Background: an optimization exercise with open tools, aiming at small area, a short achievable clock period and few clock cycles per item. Do not read the settings as production practice. Function was checked by simulation only, so behaviour that the tests miss may differ from the original. Power is estimated from default activity; no workload was simulated.

==> zinc <==
==> flow/design.v <==
module nora_bram_loader #(
    parameter int ADDR_BITS = 9,
    parameter     INIT_FILE = "",
    parameter bit WP_RESET  = 1'b0
) (
    input  logic                 clk,
    input  logic                 reset,
    input  logic [ADDR_BITS-1:0] slv_addr_i,
    input  logic [7:0]           slv_datawr_i,
    input  logic                 slv_datawr_valid,
    output logic [7:0]           slv_datard_o,
    input  logic                 slv_req_i,
    input  logic                 slv_rwn_i,
    input  logic                 wp_set_i,
    output logic                 wp_o,
    input  logic                 ld_start_i,
    input  logic [ADDR_BITS-1:0] ld_addr_i,
    input  logic [ADDR_BITS:0]   ld_len_i,
    input  logic [7:0]           ld_data_i,
    input  logic                 ld_valid_i,
    output logic                 ld_ready_o,
    output logic                 ld_busy_o,
    output logic                 ld_done_o
);
    localparam int AW   = ADDR_BITS;
    localparam int RW   = AW - 1;             
    localparam int ROWS = 1 << RW;            
    logic [AW-1:0] addr;
    logic [AW:0]   cnt;
    logic          beat;
    logic          slv_we;
    logic          start_ok;
    logic          h_v [2];
    logic [1:0]    hv_n;
    logic          danger;
    assign slv_we     = slv_req_i & ~slv_rwn_i & slv_datawr_valid & ~wp_o;
    assign ld_ready_o = ld_busy_o & ~(slv_req_i & danger);
    assign beat       = ld_valid_i & ld_ready_o & ~reset;
    assign start_ok   = ld_start_i & ~ld_busy_o & ~ld_done_o & ~wp_o;
    always_ff @(posedge clk) begin
        if (reset) begin
            wp_o <= WP_RESET;
        end else if (wp_set_i) begin
            wp_o <= 1'b1;
        end
    end
    always_ff @(posedge clk) begin
        if (reset) begin
            ld_busy_o <= 1'b0;
            ld_done_o <= 1'b0;
        end else begin
            ld_done_o <= 1'b0;
            if (start_ok) begin
                if (ld_len_i == '0) ld_done_o <= 1'b1;
                else                ld_busy_o <= 1'b1;
            end else if (beat && cnt == (AW + 1)'(1)) begin
                ld_busy_o <= 1'b0;
                ld_done_o <= 1'b1;
            end
        end
    end
    always_ff @(posedge clk) begin
        if (start_ok) begin
            addr <= ld_addr_i;
            cnt  <= ld_len_i;
        end else if (beat) begin
            addr <= addr + AW'(1);
            cnt  <= cnt - (AW + 1)'(1);
        end
    end
    logic          p_v [2];
    logic [RW-1:0] p_a [2];
    logic [7:0]    p_d [2];
    logic [7:0]    p_r2 [2];
    logic [7:0]    p_r1 [2];
    logic [3:0]    p_r0 [2];
    logic [RW-1:0] h_a [2];
    logic [7:0]    h_d [2];
    for (genvar b = 0; b < 2; b++) begin : g_bank
        logic sb, nb, hb, hk, nk;
        assign sb = slv_we & (slv_addr_i[0] == 1'(b));
        assign nb = beat & (addr[0] == 1'(b));
        assign hb = h_v[b];
        assign hk = hb & ~(sb & (slv_addr_i[AW-1:1] == h_a[b]));
        assign nk = nb & ~(sb & (slv_addr_i == addr));
        logic [RW-1:0] pa_n;
        logic          pv_n;
        assign pv_n = sb | hb | nb;
        assign pa_n = sb ? slv_addr_i[AW-1:1] : (hb ? h_a[b] : addr[AW-1:1]);
        assign hv_n[b] = sb ? (hk | nk) : (hb & nb);
        always_ff @(posedge clk) begin
            p_v[b]  <= pv_n;
            p_a[b]  <= pa_n;
            p_r2[b] <= ~(8'b1 << pa_n[7:5]);
            p_r1[b] <= ~(8'b1 << pa_n[4:2]);
            p_r0[b] <= pv_n ? ~(4'b1 << pa_n[1:0]) : 4'hf;
            if (sb) begin
                p_d[b] <= slv_datawr_i;
            end else if (hb) begin
                p_d[b] <= h_d[b];
            end else begin
                p_d[b] <= ld_data_i;
            end
            h_v[b] <= hv_n[b];
            if (sb ? (~hk & nk) : (hb & nb)) begin
                h_a[b] <= addr[AW-1:1];
                h_d[b] <= ld_data_i;
            end
        end
    end
    always_ff @(posedge clk) begin
        danger <= (start_ok ? ld_addr_i[0] : (addr[0] ^ beat)) ? hv_n[1] : hv_n[0];
    end
    logic [ROWS-1:0][7:0] mem0;
    logic [ROWS-1:0][7:0] mem1;
    always_ff @(posedge clk) begin
        for (int r = 0; r < ROWS; r++) begin
            if (!(p_r2[0][r/32] || p_r1[0][(r/4)%8] || p_r0[0][r%4])) mem0[r] <= p_d[0];
            if (!(p_r2[1][r/32] || p_r1[1][(r/4)%8] || p_r0[1][r%4])) mem1[r] <= p_d[1];
        end
    end
    logic [RW-1:0] ra;
    logic          rb;
    logic [7:0]    mrd;
    logic [3:0]    fh;
    logic [7:0]    fd;
    assign rb = slv_addr_i[0];
    assign ra = slv_addr_i[AW-1:1];
    assign mrd = rb ? mem1[ra] : mem0[ra];
    assign fh[0] = p_v[0] & ~rb & (p_a[0] == ra);
    assign fh[1] = p_v[1] &  rb & (p_a[1] == ra);
    assign fh[2] = h_v[0] & ~rb & (h_a[0] == ra);
    assign fh[3] = h_v[1] &  rb & (h_a[1] == ra);
    assign fd = ({8{fh[0]}} & p_d[0]) | ({8{fh[1]}} & p_d[1]) |
                ({8{fh[2]}} & h_d[0]) | ({8{fh[3]}} & h_d[1]);
    logic       rd_hit;
    logic [7:0] rd_fwd;
    logic [7:0] rd_mem;
    always_ff @(posedge clk) begin
        rd_hit <= |fh;
        rd_fwd <= fd;
        rd_mem <= mrd;
    end
    assign slv_datard_o = rd_hit ? rd_fwd : rd_mem;
endmodule
==> flow/run.sh <==
#!/bin/bash
# synth_recipe.tcl (not shown) runs the flow's synth.tcl, then flattens the netlist and writes it again
# the make line also repeats each setting of config.mk as NAME=value (left out here)
make -C /OpenROAD-flow-scripts/flow DESIGN_CONFIG=/design/flow/config.mk WORK_HOME=/design/flow/orfs CLKGATE_MAP_FILE= SYNTH_SCRIPT=/design/flow/synth_recipe.tcl finish
==> flow/config.mk <==
export PLATFORM = sky130hd
export DESIGN_NAME = nora_bram_loader
export DESIGN_NICKNAME = nora_bram_loader
export VERILOG_FILES = /design/flow/design.v
export SDC_FILE = /design/flow/constraint.sdc
export NUM_CORES = 4
export LEC_CHECK = 0
export CAP_MARGIN = 20
export CORE_MARGIN = 2
export CORE_UTILIZATION = 45
export CTS_CLUSTER_DIAMETER = 80
export CTS_CLUSTER_SIZE = 30
export SETUP_SLACK_MARGIN = 4.0
export SLEW_MARGIN = 20
==> flow/constraint.sdc <==
create_clock -name core_clock -period 7.5 [get_ports {clk}]
set_input_delay 1.5000 -clock core_clock [delete_from_list [all_inputs] [get_ports {clk}]]
set_output_delay 1.5000 -clock core_clock [all_outputs]
set_load 0.01 [all_outputs]
==> inputs of quartz, as changes to zinc <==
--- a/flow/design.v
+++ b/flow/design.v
@@ -123,8 +123,7 @@
     logic          rb;
-    logic [7:0]    mrd;
     logic [3:0]    fh;
     logic [7:0]    fd;
+    logic          hit;
     assign rb = slv_addr_i[0];
     assign ra = slv_addr_i[AW-1:1];
-    assign mrd = rb ? mem1[ra] : mem0[ra];
     assign fh[0] = p_v[0] & ~rb & (p_a[0] == ra);
@@ -133,13 +132,30 @@
     assign fh[3] = h_v[1] &  rb & (h_a[1] == ra);
+    assign hit = |fh;
     assign fd = ({8{fh[0]}} & p_d[0]) | ({8{fh[1]}} & p_d[1]) |
                 ({8{fh[2]}} & h_d[0]) | ({8{fh[3]}} & h_d[1]);
-    logic       rd_hit;
-    logic [7:0] rd_fwd;
-    logic [7:0] rd_mem;
+    logic [15:0]         rsel;
+    logic [15:0][7:0]    grp0;
+    logic [15:0][7:0]    grp1;
+    assign rsel = 16'b1 << ra[3:0];
+    always_comb begin
+        for (int g = 0; g < 16; g++) begin
+            grp0[g] = '0;
+            grp1[g] = '0;
+            for (int k = 0; k < 16; k++) begin
+                grp0[g] = grp0[g] | (mem0[g*16+k] & {8{rsel[k]}});
+                grp1[g] = grp1[g] | (mem1[g*16+k] & {8{rsel[k]}});
+            end
+        end
+    end
+    logic       sel_f, sel_0, sel_1;
+    logic [7:0] rd_nf, rd_n0, rd_n1;
     always_ff @(posedge clk) begin
-        rd_hit <= |fh;
-        rd_fwd <= fd;
-        rd_mem <= mrd;
+        sel_f <= hit;
+        sel_0 <= ~hit & ~rb;
+        sel_1 <= ~hit &  rb;
+        rd_nf <= ~fd;
+        rd_n0 <= ~grp0[ra[7:4]];
+        rd_n1 <= ~grp1[ra[7:4]];
     end
-    assign slv_datard_o = rd_hit ? rd_fwd : rd_mem;
+    assign slv_datard_o = ~(({8{sel_f}} & rd_nf) | ({8{sel_0}} & rd_n0) | ({8{sel_1}} & rd_n1));
 endmodule
CORE_UTILIZATION = 40   (was 45)
CTS_CLUSTER_DIAMETER = 70   (was 80)
CTS_CLUSTER_SIZE = 24   (was 30)
SETUP_SLACK_MARGIN = 3.7   (was 4.0)
==> comparison <==
zinc completed with no timing, DRC or antenna violations. quartz completed with no timing, DRC or antenna violations. Against zinc, the global-route usage of quartz is higher by 1.7 points. Between zinc and quartz, the lower clock-buffer cell count is in zinc (gap 85). Critical path depth is the same in quartz and zinc. In quartz the clock power is larger than in zinc, by about 3%. Of quartz and zinc, zinc has the higher worst setup slack (gap 0.28 ns). Between quartz and zinc, the lower synthesized cell count is in zinc (gap about 7%, measured against zinc). Of quartz and zinc, zinc has the higher design area (gap 4.7%, measured against zinc). Against quartz, the sequential share of layout area of zinc is lower by 3.5 points. Against zinc, the via count of quartz is higher by 11%.
==> figures <==
item	quartz	zinc
Height of the die	636 um	615 um
Insertion delay of the later-clocked pin in the worst-skew pair	0.97 ns	0.99 ns
Total length of routed met3 wires	108 mm	67.2 mm
Power Dens Cells	243 nW/um2	231 nW/um2
Total Nets Final	9342	8828
Max VDD drop	210 uV	183 uV
Ratio of routed vias to standard cells	6.98	6.66
Power consumed by combinational cells	2870 uW	3190 uW
Post-synthesis share of cell area spent on xor and xnor gates	0.302%	0.287%
Met2 routing resource usage after global routing	44.0%	44.1%
Number of antenna violations at the first check in global routing	77	58
Number of non-clock buffers in the layout	482	471
Number of signal-net inverters in the final layout	19	15
Average wire length per cell after detail routing	43.7 um	41.0 um
Register-to-register setup slack	4.57 ns	4.27 ns
Destination of the critical timing path	rd_n0[1]$_DFF_P_	rd_mem[6]$_DFF_P_
Worst path slowest cell	sky130_fd_sc_hd__nor2_4	sky130_fd_sc_hd__o221ai_1
Netlist area before placement	160000 um2	168000 um2
WHS Path Cells	1	2
Run status	finished clean	finished clean
Testbench counts of zinc, summed over its fixed seeds: cycles 12,647, beats 11,470.
Testbench counts of quartz, summed over its fixed seeds: cycles 12,647, beats 11,470.

==> run a: inputs <==
nora_bram_loader, a different RTL version from the one above (not shown whole).
==> module nora_bram_loader, before the edit <==
module nora_bram_loader #(
    parameter int ADDR_BITS = 9,
    parameter     INIT_FILE = "",
    parameter bit WP_RESET  = 1'b0
) (
    input  logic                 clk,
    input  logic                 reset,
    input  logic [ADDR_BITS-1:0] slv_addr_i,
    input  logic [7:0]           slv_datawr_i,
    input  logic                 slv_datawr_valid,
    output logic [7:0]           slv_datard_o,
    input  logic                 slv_req_i,
    input  logic                 slv_rwn_i,
    input  logic                 wp_set_i,
    output logic                 wp_o,
    input  logic                 ld_start_i,
    input  logic [ADDR_BITS-1:0] ld_addr_i,
    input  logic [ADDR_BITS:0]   ld_len_i,
    input  logic [7:0]           ld_data_i,
    input  logic                 ld_valid_i,
    output logic                 ld_ready_o,
    output logic                 ld_busy_o,
    output logic                 ld_done_o
);
    localparam int DEPTH = 1 << ADDR_BITS;
    typedef enum logic [1:0] {
        IDLE,
        LOAD,
        DONE
    } state_t;
    state_t               state;
    logic [ADDR_BITS-1:0] addr;
    logic [ADDR_BITS:0]   cnt;
    logic [7:0]           mem [DEPTH];
    logic                 beat;
    logic                 slv_we;
    logic                 start_ok;
    assign ld_ready_o = (state == LOAD) & ~slv_req_i;
    assign beat       = ld_valid_i & ld_ready_o & ~reset;
    assign slv_we     = slv_req_i & ~slv_rwn_i & slv_datawr_valid & ~wp_o;
    assign start_ok   = ld_start_i & ~wp_o;
    always_ff @(posedge clk) begin
        if (beat) begin
            mem[addr] <= ld_data_i;
        end else if (slv_we) begin
            mem[slv_addr_i] <= slv_datawr_i;
        end
    end
    always_ff @(posedge clk) begin
        if (reset) begin
            slv_datard_o <= 8'h00;
        end else if (!beat) begin
            slv_datard_o <= mem[slv_addr_i];
        end
    end
    always_ff @(posedge clk) begin
        if (reset) begin
            wp_o <= WP_RESET;
        end else if (wp_set_i) begin
            wp_o <= 1'b1;
        end
    end
    always_ff @(posedge clk) begin
        if (reset) begin
            state     <= IDLE;
            addr      <= '0;
            cnt       <= '0;
            ld_busy_o <= 1'b0;
            ld_done_o <= 1'b0;
        end else begin
            unique case (state)
                IDLE: begin
                    ld_done_o <= 1'b0;
                    if (start_ok) begin
                        addr <= ld_addr_i;
                        cnt  <= ld_len_i;
                        if (ld_len_i == '0) begin
                            state     <= DONE;
                            ld_done_o <= 1'b1;
                        end else begin
                            state     <= LOAD;
                            ld_busy_o <= 1'b1;
                        end
                    end
                end
                LOAD: begin
                    if (beat) begin
                        addr <= addr + ADDR_BITS'(1);
                        cnt  <= cnt - (ADDR_BITS + 1)'(1);
                        if (cnt == (ADDR_BITS + 1)'(1)) begin
                            state     <= DONE;
                            ld_busy_o <= 1'b0;
                            ld_done_o <= 1'b1;
                        end
                    end
                end
                DONE: begin
                    state     <= IDLE;
                    ld_done_o <= 1'b0;
                end
                default: begin
                    state     <= IDLE;
                    ld_busy_o <= 1'b0;
                    ld_done_o <= 1'b0;
                end
            endcase
        end
    end
endmodule
make LEC_CHECK=0 CAP_MARGIN=20 CORE_MARGIN=2 CORE_UTILIZATION=40 SLEW_MARGIN=20 finish   # period 7.5 ns
run.sh (not shown) runs the stock make flow with config.mk's settings and CLKGATE_MAP_FILE= SYNTH_SCRIPT=/design/flow/synth_recipe.tcl, a recipe that flattens the netlist after the stock synthesis.
==> inputs of run b, as changes to run a <==
==> flow/design.v, changed modules only <==
module nora_bram_loader #(
    parameter int ADDR_BITS = 9,
    parameter     INIT_FILE = "",
    parameter bit WP_RESET  = 1'b0
) (
    input  logic                 clk,
    input  logic                 reset,
    input  logic [ADDR_BITS-1:0] slv_addr_i,
    input  logic [7:0]           slv_datawr_i,
    input  logic                 slv_datawr_valid,
    output logic [7:0]           slv_datard_o,
    input  logic                 slv_req_i,
    input  logic                 slv_rwn_i,
    input  logic                 wp_set_i,
    output logic                 wp_o,
    input  logic                 ld_start_i,
    input  logic [ADDR_BITS-1:0] ld_addr_i,
    input  logic [ADDR_BITS:0]   ld_len_i,
    input  logic [7:0]           ld_data_i,
    input  logic                 ld_valid_i,
    output logic                 ld_ready_o,
    output logic                 ld_busy_o,
    output logic                 ld_done_o
);
    localparam int AW   = ADDR_BITS;
    localparam int RW   = AW - 1;             
    localparam int ROWS = 1 << RW;            
    logic [AW-1:0] addr;
    logic [AW:0]   cnt;
    logic          beat;
    logic          slv_we;
    logic          start_ok;
    logic          h_v [2];
    assign slv_we     = slv_req_i & ~slv_rwn_i & slv_datawr_valid & ~wp_o;
    assign ld_ready_o = ld_busy_o & ~(slv_req_i & (addr[0] ? h_v[1] : h_v[0]));
    assign beat       = ld_valid_i & ld_ready_o & ~reset;
    assign start_ok   = ld_start_i & ~ld_busy_o & ~ld_done_o & ~wp_o;
    always_ff @(posedge clk) begin
        if (reset) begin
            wp_o <= WP_RESET;
        end else if (wp_set_i) begin
            wp_o <= 1'b1;
        end
    end
    always_ff @(posedge clk) begin
        if (reset) begin
            ld_busy_o <= 1'b0;
            ld_done_o <= 1'b0;
        end else begin
            ld_done_o <= 1'b0;
            if (start_ok) begin
                if (ld_len_i == '0) ld_done_o <= 1'b1;
                else                ld_busy_o <= 1'b1;
            end else if (beat && cnt == (AW + 1)'(1)) begin
                ld_busy_o <= 1'b0;
                ld_done_o <= 1'b1;
            end
        end
    end
    always_ff @(posedge clk) begin
        if (start_ok) begin
            addr <= ld_addr_i;
            cnt  <= ld_len_i;
        end else if (beat) begin
            addr <= addr + AW'(1);
            cnt  <= cnt - (AW + 1)'(1);
        end
    end
    logic          p_v [2];
    logic [RW-1:0] p_a [2];
    logic [7:0]    p_d [2];
    logic [RW-1:0] h_a [2];
    logic [7:0]    h_d [2];
    for (genvar b = 0; b < 2; b++) begin : g_bank
        logic sb, nb, hb, hk, nk;
        assign sb = slv_we & (slv_addr_i[0] == 1'(b));
        assign nb = beat & (addr[0] == 1'(b));
        assign hb = h_v[b];
        assign hk = hb & ~(sb & (slv_addr_i[AW-1:1] == h_a[b]));
        assign nk = nb & ~(sb & (slv_addr_i == addr));
        always_ff @(posedge clk) begin
            p_v[b] <= sb | hb | nb;
            if (sb) begin
                p_a[b] <= slv_addr_i[AW-1:1];
                p_d[b] <= slv_datawr_i;
            end else if (hb) begin
                p_a[b] <= h_a[b];
                p_d[b] <= h_d[b];
            end else begin
                p_a[b] <= addr[AW-1:1];
                p_d[b] <= ld_data_i;
            end
            h_v[b] <= sb ? (hk | nk) : (hb & nb);
            if (sb ? (~hk & nk) : (hb & nb)) begin
                h_a[b] <= addr[AW-1:1];
                h_d[b] <= ld_data_i;
            end
        end
    end
    logic [ROWS-1:0][7:0] mem0;
    logic [ROWS-1:0][7:0] mem1;
    always_ff @(posedge clk) begin
        for (int r = 0; r < ROWS; r++) begin
            if (p_v[0] && p_a[0] == RW'(r)) mem0[r] <= p_d[0];
            if (p_v[1] && p_a[1] == RW'(r)) mem1[r] <= p_d[1];
        end
    end
    logic [RW-1:0] ra;
    logic          rb;
    logic [7:0]    mrd;
    logic [3:0]    fh;
    logic [7:0]    fd;
    assign rb = slv_addr_i[0];
    assign ra = slv_addr_i[AW-1:1];
    always_comb begin
        mrd = '0;
        for (int r = 0; r < ROWS; r++) begin
            mrd = mrd | (mem0[r] & {8{~rb && ra == RW'(r)}}) | (mem1[r] & {8{rb && ra == RW'(r)}});
        end
    end
    assign fh[0] = p_v[0] & ~rb & (p_a[0] == ra);
    assign fh[1] = p_v[1] &  rb & (p_a[1] == ra);
    assign fh[2] = h_v[0] & ~rb & (h_a[0] == ra);
    assign fh[3] = h_v[1] &  rb & (h_a[1] == ra);
    assign fd = ({8{fh[0]}} & p_d[0]) | ({8{fh[1]}} & p_d[1]) |
                ({8{fh[2]}} & h_d[0]) | ({8{fh[3]}} & h_d[1]);
    always_ff @(posedge clk) begin
        slv_datard_o <= (|fh) ? fd : mrd;
    end
endmodule
--- a/flow/config.mk
+++ b/flow/config.mk
@@ -8,4 +8,4 @@
 export CAP_MARGIN = 20
 export CORE_MARGIN = 2
-export CORE_UTILIZATION = 40
+export CORE_UTILIZATION = 55
 export SLEW_MARGIN = 20
==> flow_metrics.env <==
export IMPL_error="[ERROR GRT-0116] Global routing finished with congestion. Check the congestion regions in the DRC Viewer."
export IMPL_netlist_area_um2=162000
export IMPL_grt_overflow=15300
export IMPL_synth_edf_count=4147
export IMPL_rows=199
export IMPL_outcome="aborted with a tool error"
export IMPL_grt_pass1_wl_um=1960000
export IMPL_stop_stage="5_1_grt"
export IMPL_clkSinkCount=4194
export IMPL_ys_seq_area_share_pct=77.4
export IMPL_synth_simple_gate_area_share_pct=8.40
That was run b.
==> flow_metrics.env <==
export IMPL_fillers=33100
export IMPL_seq_cells=4128
export IMPL_clkbuf_count=498
export IMPL_clkSinkCount=4128
export IMPL_outcome="finished clean"
export IMPL_ant_nets=0
export IMPL_rows=232
export IMPL_tap_cells=5265
export IMPL_synth_edf_count=4096
export IMPL_ys_seq_area_share_pct=76.8
export IMPL_grt_pass1_wl_um=606000
export IMPL_synth_simple_gate_area_share_pct=3.04
export IMPL_grt_overflow=0
That was run a.
Testbench counts of run a, summed over its fixed seeds: cycles 20,497, beats 11,470.
Testbench counts of run b, summed over its fixed seeds: cycles 12,647, beats 11,470.

-- separate check: timing with driven ports --
No port has a modelled driver above. Below, the same layouts with a new extraction and two added sets of constraints.
Step 1: set_driving_cell puts a clkbuf_16 on clk and a buf_2 on each other input, an assumption about the parent block.
Step 2 moves the port delays by t, midway between the first and last clock arrival at a register: inputs arrive t later, outputs are due t later. That takes back most of the time a late clock gives input paths.
Slacks: no drivers / after step 1 / after step 2; pairs: no drivers / after step 1.
run | shift t [ns] | slack for setup (ns) | clock arrival spread, ns
zinc | 1.062 | 3.690 / 3.334 / 2.272 | 0.092 / 0.092
quartz | 1.051 | 3.409 / 3.184 / 2.133 | 0.128 / 0.128
run a | 1.046 | 2.407 / 2.490 / 1.444 | 0.058 / 0.058
After both steps setup and hold are still met in every run listed. For zinc, which loses most, drivers alone change the setup slack by -0.356 ns; drivers and shift together by -1.418 ns.
